This design comes from an exercise in tuning for a short achievable clock period and few clock cycles on the open sky130 flow, not from production work. Only simulation tests tie the RTL to the original design; equivalence was not proved. Power is estimated from default activity; no workload was simulated.

== main ==
==> flow/design.v (excerpt) <==
module rv_lite_core
#(
  parameter int    NREGS    = 16,
  parameter logic [31:0] RESET_PC = '0
) (
  input  logic       clk,
  input  logic       xreset,
  output logic       o_imem_valid,
  output rv_lite_pkg::word_t      o_imem_addr,
  input  logic       i_imem_ready,
  input  rv_lite_pkg::word_t      i_imem_rdata,
  output logic       o_dmem_valid,
  output logic       o_dmem_we,
  output rv_lite_pkg::word_t      o_dmem_addr,
  output rv_lite_pkg::word_t      o_dmem_wdata,
  output logic [3:0] o_dmem_strb,
  input  logic       i_dmem_ready,
  input  rv_lite_pkg::word_t      i_dmem_rdata
);
Size in the first run: ~5600 cells after synthesis, roughly 170 I/O pins, about 60000 um^2 of cells after synthesis.
clock: 10.0 ns
lec_check: 0
abc_clock_period_in_ps: 2500
cap_margin: 20
core_margin: 2
core_utilization: 40
place_density: 0.6
setup_slack_margin: 5
slew_margin: 20
standard.sh (not shown) runs the stock make flow with config.mk's settings and CLKGATE_MAP_FILE= SYNTH_SCRIPT=/design/flow/synth_recipe.tcl, a recipe that flattens the netlist after the stock synthesis.
==> flow/flow/run.sh <==
#!/bin/bash
set -euo pipefail
MARGIN=${MARGIN:-7}
sed -e "s/SETUP_SLACK_MARGIN=[0-9.]*/SETUP_SLACK_MARGIN=$MARGIN \"BUFFER_PORTS_ARGS=-buffer_cell sky130_fd_sc_hd__buf_4\"/" standard.sh > standard_tuned.sh
bash standard_tuned.sh > standard.log 2>&1
main | stages: all done | timing, DRC, antenna: all pass
Testbench counts of main, summed over its fixed seeds: cycles 8,899.
diff inputs: main => the feature branch
--- a/flow/design.v
+++ b/flow/design.v
@@ -106,23 +106,22 @@
   logic [12:0] d_pcj_lo;               
   logic [9:0]  d_mj0, d_mj1;           
   logic [12:0] d_pcb_lo;               
   word_t      d_pc4r;                  
   logic [31:12] d_hi_p1, d_hi_m1;      
   logic [31:21] d_hj_p1, d_hj_m1;      
   logic       d_jal, d_brb, d_jfar;    
   logic       d_brt;                   
   logic       e_valid;
   word_t      e_a, e_b, e_sd, e_alt;
   logic       e_add, e_sub, e_sll, e_srl, e_sra, e_slt, e_sltu, e_xor, e_or, e_and, e_link;
-  logic       e_addi;
   logic       e_br, e_pred, e_jalr, e_load, e_store, e_skip1;
   logic       e_beq, e_bne, e_blt, e_bge, e_bltu, e_bgeu;
   logic [2:0] e_f3;
   logic [3:0] e_rd;
   logic       e_wen;
   logic       m_req, m_we, m_load, m_wen;
   word_t      m_addr, m_res, m_wdata;
   logic [3:0] m_strb;
   logic [2:0] m_f3;
   logic [3:0] m_rd;
   logic       w_wen;
@@ -207,32 +206,25 @@
       2'b10:   d_hb = d_hi_p1;
       2'b01:   d_hb = d_hi_m1;
       default: d_hb = d_pc[31:12];
     endcase
   end
   assign d_pcj   = {d_hj, d_mj[8:0], d_pcj_lo[11:0]};
   assign d_pcb   = {d_hb, d_pcb_lo[11:0]};
   assign d_pcimm = d_jal ? d_pcj : d_pcb;
   logic d_pred;
   assign d_pred  = d_brt;
   logic d_want;        
-  logic d_fuse, d_zero, d_ftk;
-  assign d_fuse  = is_br && f3[2:1] == 2'b00 && rs2 == 4'd0 &&
-                   e_valid && e_addi && e_wen && e_rd == rs1;
-  assign d_zero  = ((e_a ^ e_b) == {e_a[30:0] | e_b[30:0], 1'b0});
-  assign d_ftk   = f3[0] ? !d_zero : d_zero;
-  assign d_want  = d_valid && (d_fuse ? (d_ftk != d_bp) :
-                               d_bp ? !d_pred : (d_pred || d_jfar));
+  assign d_want  = d_valid && (d_bp ? !d_pred : (d_pred || d_jfar));
   assign d_redir = d_go && d_want;
-  assign d_tgt   = d_fuse ? (d_ftk ? d_pcb : d_pc4) :
-                   (d_jal || (d_pred && !d_bp)) ? d_pcimm : d_pc4;
+  assign d_tgt   = (d_jal || (d_pred && !d_bp)) ? d_pcimm : d_pc4;
   rv_lite_regfile #(.NREGS(NREGS)) u_regfile (
     .clk        (clk),
     .i_rs1_addr (rs1),   .i_rs2_addr (rs2),
     .o_rs1_data (rf1),   .o_rs2_data (rf2),
     .i_we       (w_wen), .i_rd_addr  (w_rd),  .i_rd_data (w_res)
   );
   logic h1_e, h1_m, h2_e, h2_m;
   word_t m_val, op1, op2;
   assign h1_e = e_valid && e_wen && (e_rd == rs1);
   assign h1_m = m_wen && (m_rd == rs1);
   assign h2_e = e_valid && e_wen && (e_rd == rs2);
@@ -384,24 +376,23 @@
     e_add   <= !(is_op || is_opimm || is_jalr) || ((is_op || is_opimm) && f3 == 3'd0 && !(is_op && d_ir[30]));
     e_sub   <= is_op && f3 == 3'd0 && d_ir[30];
     e_sll   <= (is_op || is_opimm) && f3 == 3'd1;
     e_slt   <= (is_op || is_opimm) && f3 == 3'd2;
     e_sltu  <= (is_op || is_opimm) && f3 == 3'd3;
     e_xor   <= (is_op || is_opimm) && f3 == 3'd4;
     e_srl   <= (is_op || is_opimm) && f3 == 3'd5 && !d_ir[30];
     e_sra   <= (is_op || is_opimm) && f3 == 3'd5 && d_ir[30];
     e_or    <= (is_op || is_opimm) && f3 == 3'd6;
     e_and   <= (is_op || is_opimm) && f3 == 3'd7;
     e_link  <= is_jalr;
-    e_br    <= is_br && !d_fuse;    
-    e_addi  <= is_opimm && f3 == 3'd0;
+    e_br    <= is_br;
     e_pred  <= d_pred;
     e_jalr  <= is_jalr;
     e_load  <= is_load;
     e_store <= is_store;
     e_beq   <= f3 == 3'd0;
     e_bne   <= f3 == 3'd1;
     e_blt   <= f3 == 3'd4;
     e_bge   <= f3 == 3'd5;
     e_bltu  <= f3 == 3'd6;
     e_bgeu  <= f3 == 3'd7;
     e_f3    <= f3;
### Flow results
Against main, the final cell area of the feature branch is lower.
NOTE: post-synthesis sequential area ratio in the feature branch exceeds that of main
Share of total power in the clock network: main and the feature branch compared, higher one is the feature branch
main → the feature branch: global-route usage now sits at about the same level, non-clock buffer count in the final layout now sits lower, fraction of area in multi-input gates now sits higher, cell count now sits lower, clock skew now sits lower.
Looking at sequential group share of total power, the feature branch sits 0.5 points higher than main does.
Testbench counts of the feature branch, summed over its fixed seeds: cycles 9,109.

[re-timing with driven ports]
Ports are ideal in the flow. The routed layouts listed here were re-timed in OpenROAD.
Step 1: set_driving_cell puts a clkbuf_16 on clk and a buf_2 on each other input, an assumption about the parent block.
Step 2, shift: input delay + t, output delay - t, t = (earliest + latest rising clock arrival at the registers) / 2. This alone moves slack from input paths to output paths.
Three values: no drivers, after step 1, after step 2; two values: the first two.
run	t (ns)	setup slack, ns	pins driven straight from the clock port
main	0.843	6.355 / 6.355 / 5.575	1
the feature branch	0.850	6.423 / 6.373 / 5.523	1
After both steps setup and hold are still met in every run listed. The setup slack of the feature branch, which loses most, moves by -0.050 ns with the drivers and by -0.900 ns with both steps.
